Background: an optimization exercise with open tools, aiming at small area. Do not read the settings as production practice.
The RTL was checked by simulation tests, not by an equivalence proof against the original design.
No activity file was given, so power comes from the tool's default toggle rates.

exp/tundra:
## la_capture_core
module la_capture_core #(
  parameter int WIDTH = 8,
  parameter int DEPTH = 256,
  parameter int AW    = $clog2(DEPTH)
) (
  input  logic             gclk,
  input  logic             gresetn,
  input  logic             arm,
  input  logic             abort,
  input  logic [WIDTH-1:0] probe_i,
  input  logic [WIDTH-1:0] trig_mask,
  input  logic [WIDTH-1:0] trig_value,
  input  logic [1:0]       trig_mode,
  input  logic [AW-1:0]    pre_count,
  output logic             busy,
  output logic             triggered,
  output logic             done,
  input  logic             rd_en,
  input  logic [AW-1:0]    rd_addr,
  output logic [WIDTH-1:0] rd_data,
  output logic             rd_valid
);
Size: ~3500 cells after synthesis, ~59 I/O pins.
Settings: LEC_CHECK=0, CAP_MARGIN=20, CORE_MARGIN=2, CORE_UTILIZATION=82, SLEW_MARGIN=20, SYNTH_HIERARCHICAL=1, SYNTH_MINIMUM_KEEP_SIZE=0; clock period 8.0 ns.
standard.sh (not shown) runs the stock make flow with config.mk's settings and CLKGATE_MAP_FILE= SYNTH_SCRIPT=/design/flow/synth_recipe.tcl, a recipe that flattens the netlist after the stock synthesis.
==> flow/flow/run.sh <==
#!/bin/bash
# Standard ORFS layout (the standard.sh), with two changes:
#  - port buffers use the smallest buffer, sky130_fd_sc_hd__buf_1;
#  - clock tree: clkbuf_8 sink clusters of at most 18 flops, no dummy loads.
set -euo pipefail
export BUFFER_PORTS_ARGS="-buffer_cell sky130_fd_sc_hd__buf_1"
export CTS_ARGS="-sink_clustering_enable -repair_clock_nets -dont_use_dummy_load -buf_list sky130_fd_sc_hd__clkbuf_8 -sink_clustering_size 18 -sink_clustering_max_diameter 40"
bash standard.sh > standard.log 2>&1
For exp/garnet, these inputs were changed with respect to exp/tundra:
Settings: a change of CORE_UTILIZATION from 82 to 88.
==> comparison <==
- Seen in the log of exp/garnet: GRT-0232 during global routing (5_1_grt), after which the run never completed.
- Compared with exp/tundra, in exp/garnet number of cell rows lost 3, synthesized cell area about even, die outline width decreased 3.4%, number of clock sinks level, number of buffers created by CTS fell by 5.
Changes in exp/amber relative to exp/garnet:
Settings: CORE_UTILIZATION: 88 -> 75.
==> flow/flow/run.sh <==
#!/bin/bash
# Standard ORFS layout (the standard.sh), with two changes:
#  - port buffers use the smallest buffer, sky130_fd_sc_hd__buf_1;
#  - clock tree: clkbuf_8 sink clusters of at most 19 flops, no dummy loads.
set -euo pipefail
export BUFFER_PORTS_ARGS="-buffer_cell sky130_fd_sc_hd__buf_1"
export CTS_ARGS="-sink_clustering_enable -repair_clock_nets -dont_use_dummy_load -buf_list sky130_fd_sc_hd__clkbuf_8 -sink_clustering_size 19 -sink_clustering_max_diameter 50"
bash standard.sh > standard.log 2>&1
### Flow results
Per the final summary, exp/amber finished and its layout is clean on timing, DRC and antenna.
Taking exp/garnet as the reference, in exp/amber post-detailed-placement cell area rose 200 sq um, fraction of registers with async set or reset after synthesis was more or less identical, weighted congestion at the end of routability-driven global placement now smaller, worst setup slack after placement moved up, number of placed instances with taps included higher.
Taking exp/garnet as the reference, in exp/amber portion of the post-synthesis area used by sequential elements flat; synthesized cell count flat; cell area after synthesis flat; area fraction in compound gates after synthesis flat.
exp/amber vs exp/garnet: post-DP HPWL down by a few percent
Higher horizontal extent of the die among exp/amber and exp/garnet: exp/amber
> inputs changed (exp/amber -> exp/yarrow)
Settings: CTS_CLUSTER_DIAMETER newly set to 60; CORE_UTILIZATION changed from 75 to 70; CTS_CLUSTER_SIZE newly set to 25; CTS_BUF_LIST newly set to sky130_fd_sc_hd__clkbuf_16.
==> flow/run.sh (new file) <==
#!/bin/bash
# synth_recipe.tcl (not shown) runs the flow's synth.tcl, then flattens the netlist and writes it again
# the make line also repeats each setting of config.mk as NAME=value (left out here)
make -C /OpenROAD-flow-scripts/flow DESIGN_CONFIG=/design/flow/config.mk WORK_HOME=/design/flow/orfs CLKGATE_MAP_FILE= SYNTH_SCRIPT=/design/flow/synth_recipe.tcl finish
removed: flow/flow/run.sh
removed: flow/standard.sh
--- outcome ---
Across both runs, non-clock buffer total of the final layout was higher for exp/yarrow than for exp/amber.
exp/yarrow against exp/amber; CTS buffer count is down by more than a quarter.
Diff exp/amber and exp/yarrow: total via count after detailed routing lower in exp/yarrow
Compared with exp/amber, exp/yarrow shows a end-of-flow core utilization that is 3.2 points lower.
On exp/yarrow: critical path required time is 0.10 ns lower than what exp/amber gave.
Taking exp/yarrow as 1.0, exp/amber lands at 0.921 on total chip power.
exp/yarrow vs exp/amber, core box area went up by about 8%.
[compare] base=exp/amber new=exp/yarrow: clock group share of total power increased by 5.5 points relative to the old numbers; worst hold slack +0.029 ns.
## Diff of input files: exp/harbor against exp/yarrow
Settings: CTS_BUF_LIST no longer set, was sky130_fd_sc_hd__clkbuf_16; CTS_CLUSTER_SIZE no longer set, was 25; CTS_CLUSTER_DIAMETER no longer set, was 60; CORE_UTILIZATION now 75, was 70.
==> flow/flow/run.sh (new file) <==
#!/bin/bash
# Standard ORFS layout (the standard.sh), with two changes:
#  - port buffers use the smallest buffer, sky130_fd_sc_hd__buf_1;
#  - clock tree: clkbuf_8 sink clusters of at most 18 flops, no dummy loads.
set -euo pipefail
export BUFFER_PORTS_ARGS="-buffer_cell sky130_fd_sc_hd__buf_1"
export CTS_ARGS="-sink_clustering_enable -repair_clock_nets -dont_use_dummy_load -buf_list sky130_fd_sc_hd__clkbuf_8 -sink_clustering_size 18 -sink_clustering_max_diameter 40"
bash standard.sh > standard.log 2>&1
==> flow/standard.sh (new file) <==
#!/bin/bash
# synth_recipe.tcl (not shown) runs the flow's synth.tcl, then flattens the netlist and writes it again
# the make line also repeats each setting of config.mk as NAME=value (left out here)
make -C /OpenROAD-flow-scripts/flow DESIGN_CONFIG=/design/flow/config.mk WORK_HOME=/design/flow/orfs CLKGATE_MAP_FILE= SYNTH_SCRIPT=/design/flow/synth_recipe.tcl "${@:-finish}"
removed: flow/run.sh
Findings:
- Going from exp/yarrow to exp/harbor, fraction of power consumed by the clock network lower, internal power moved down, peak supply drop moved up.
- Count of clock-buffer cells in the layout in exp/harbor vs exp/yarrow: up 50
- Summary — part of the cycle the worst path needs, exp/harbor relative to exp/yarrow: lower, by 4.5 points.

la_capture_core, a different RTL version from the one above (not shown whole).
Size in the first run: roughly 2,100 flip-flops, ~59 I/O pins, ~53,000 um2 of cells after synthesis.
Settings: LEC_CHECK=0, CAP_MARGIN=20, CORE_MARGIN=2, CORE_UTILIZATION=75, PLACE_DENSITY=0.85, SLEW_MARGIN=20, SYNTH_HIERARCHICAL=1, SYNTH_MINIMUM_KEEP_SIZE=0; clock period 8.0 ns.
==> flow/flow/run.sh <==
#!/bin/bash
# Standard ORFS layout (the standard.sh), with two changes:
#  - port buffers use the smallest buffer, sky130_fd_sc_hd__buf_1;
#  - clock tree: clkbuf_8 sink clusters of at most 19 flops, no dummy loads.
set -euo pipefail
export BUFFER_PORTS_ARGS="-buffer_cell sky130_fd_sc_hd__buf_1"
export CTS_ARGS="-sink_clustering_enable -repair_clock_nets -dont_use_dummy_load -buf_list sky130_fd_sc_hd__clkbuf_8 -sink_clustering_size 19 -sink_clustering_max_diameter 70"
bash standard.sh > standard.log 2>&1
Next try:
--- a/flow/config.mk
+++ b/flow/config.mk
@@ -10,3 +10,2 @@
 export CORE_UTILIZATION = 75
-export PLACE_DENSITY = 0.85
 export SLEW_MARGIN = 20
Outcome: The changed run went through all stages and came out clean. Final cell count rises slightly. Cell area rises slightly. Combinational power falls slightly. Non-clock buffer count rises by 29. Die area does not change. Routed wire length rises by a few percent. Worst setup slack gains 0.33 ns.
Next try:
==> flow/flow/run.sh (replaced) <==
#!/bin/bash
# Standard ORFS layout (the standard.sh), with two changes:
#  - port buffers use the smallest buffer, sky130_fd_sc_hd__buf_1;
#  - clock tree: clkbuf_8 sink clusters of at most 18 flops, no dummy loads.
set -euo pipefail
export BUFFER_PORTS_ARGS="-buffer_cell sky130_fd_sc_hd__buf_1"
export CTS_ARGS="-sink_clustering_enable -repair_clock_nets -dont_use_dummy_load -buf_list sky130_fd_sc_hd__clkbuf_8 -sink_clustering_size 18 -sink_clustering_max_diameter 40"
bash standard.sh > standard.log 2>&1
Result: Sequential share of layout area fell by 0.65 points. Clock power goes up by roughly a tenth. Combinational power barely changes. Count of clock-buffer cells in the layout is higher by 37. Area after synthesis does not change. Final area climbs slightly. Wire length rises slightly. First-iteration DRC count grows by a few percent. Total power rose by a few percent.

Starting RTL as in the previous note.
clock: 8.0 ns
lec_check: 0
cap_margin: 20
core_margin: 2
core_utilization: 75
place_density: 0.9
slew_margin: 20
synth_hierarchical: 1
synth_minimum_keep_size: 0
==> flow/flow/run.sh <==
#!/bin/bash
# Standard ORFS layout (the standard.sh), with two changes:
#  - port buffers use the smallest buffer, sky130_fd_sc_hd__buf_1;
#  - clock tree: clkbuf_8 sink clusters of at most 19 flops, no dummy loads.
set -euo pipefail
export BUFFER_PORTS_ARGS="-buffer_cell sky130_fd_sc_hd__buf_1"
export CTS_ARGS="-sink_clustering_enable -repair_clock_nets -dont_use_dummy_load -buf_list sky130_fd_sc_hd__clkbuf_8 -sink_clustering_size 19 -sink_clustering_max_diameter 70"
bash standard.sh > standard.log 2>&1
The baseline finished clean.
Edit:
==> flow/flow/run.sh (replaced) <==
#!/bin/bash
# Standard ORFS layout (the standard.sh), with two changes:
#  - port buffers use the smallest buffer, sky130_fd_sc_hd__buf_1;
#  - clock tree: clkbuf_8 sink clusters of at most 19 flops, no dummy loads.
set -euo pipefail
export BUFFER_PORTS_ARGS="-buffer_cell sky130_fd_sc_hd__buf_1"
export CTS_ARGS="-sink_clustering_enable -repair_clock_nets -dont_use_dummy_load -buf_list sky130_fd_sc_hd__clkbuf_8 -sink_clustering_size 19 -sink_clustering_max_diameter 50"
bash standard.sh > standard.log 2>&1
Settings changed: PLACE_DENSITY 0.9 to unset.
Outcome: Routed wire length rises by 1.9%; setup slack got worse by 210 ps; die area is unchanged; global-route usage rises by 1.0 points; combinational power rises by 3.3%; sequential share of layout area falls by 0.52 points; design area rises by 0.69%; non-clock buffer count rises by 21; total power rises by 1.9%; final cell count rises by 0.87%.

[port drivers added, routing unchanged]
No port has a modelled driver above. Below, the same layouts with a new extraction and two added sets of constraints. Step 1 sets driving cells, clkbuf_16 on the clock port and buf_2 on the other inputs (assumed; they add their load-dependent delay and slew). Step 2 also shifts input and output timing later by t, the mid clock arrival at the registers, as if the neighbouring blocks saw the same clock. a / b / c = no drivers / after step 1 / after step 2; a / b = the first two.
run	shift t [ns]	slack for setup (ns)	worst register clock-pin slew, ns
exp/tundra	0.882	0.594 / 0.635 / -0.247	0.12 / 0.12
exp/amber	0.849	1.078 / 1.114 / 0.265	0.12 / 0.12
exp/yarrow	0.748	0.842 / 0.881 / 0.133	0.10 / 0.10
exp/harbor	0.865	1.206 / 1.227 / 0.362	0.11 / 0.11
the first run of note 2	0.820	0.825 / 0.865 / 0.046	0.12 / 0.12
the second run of note 2	0.842	1.158 / 1.196 / 0.355	0.12 / 0.12
the third run of note 2	0.874	1.363 / 1.401 / 0.527	0.11 / 0.11
the first run of note 3	0.826	1.441 / 1.489 / 0.663	0.12 / 0.12
the second run of note 3	0.881	1.230 / 1.271 / 0.390	0.11 / 0.11
Met with ideal ports but missed after step 2: setup timing in exp/tundra. The setup slack of exp/harbor, which loses most, moves by +0.021 ns with the drivers and by -0.844 ns with both steps.
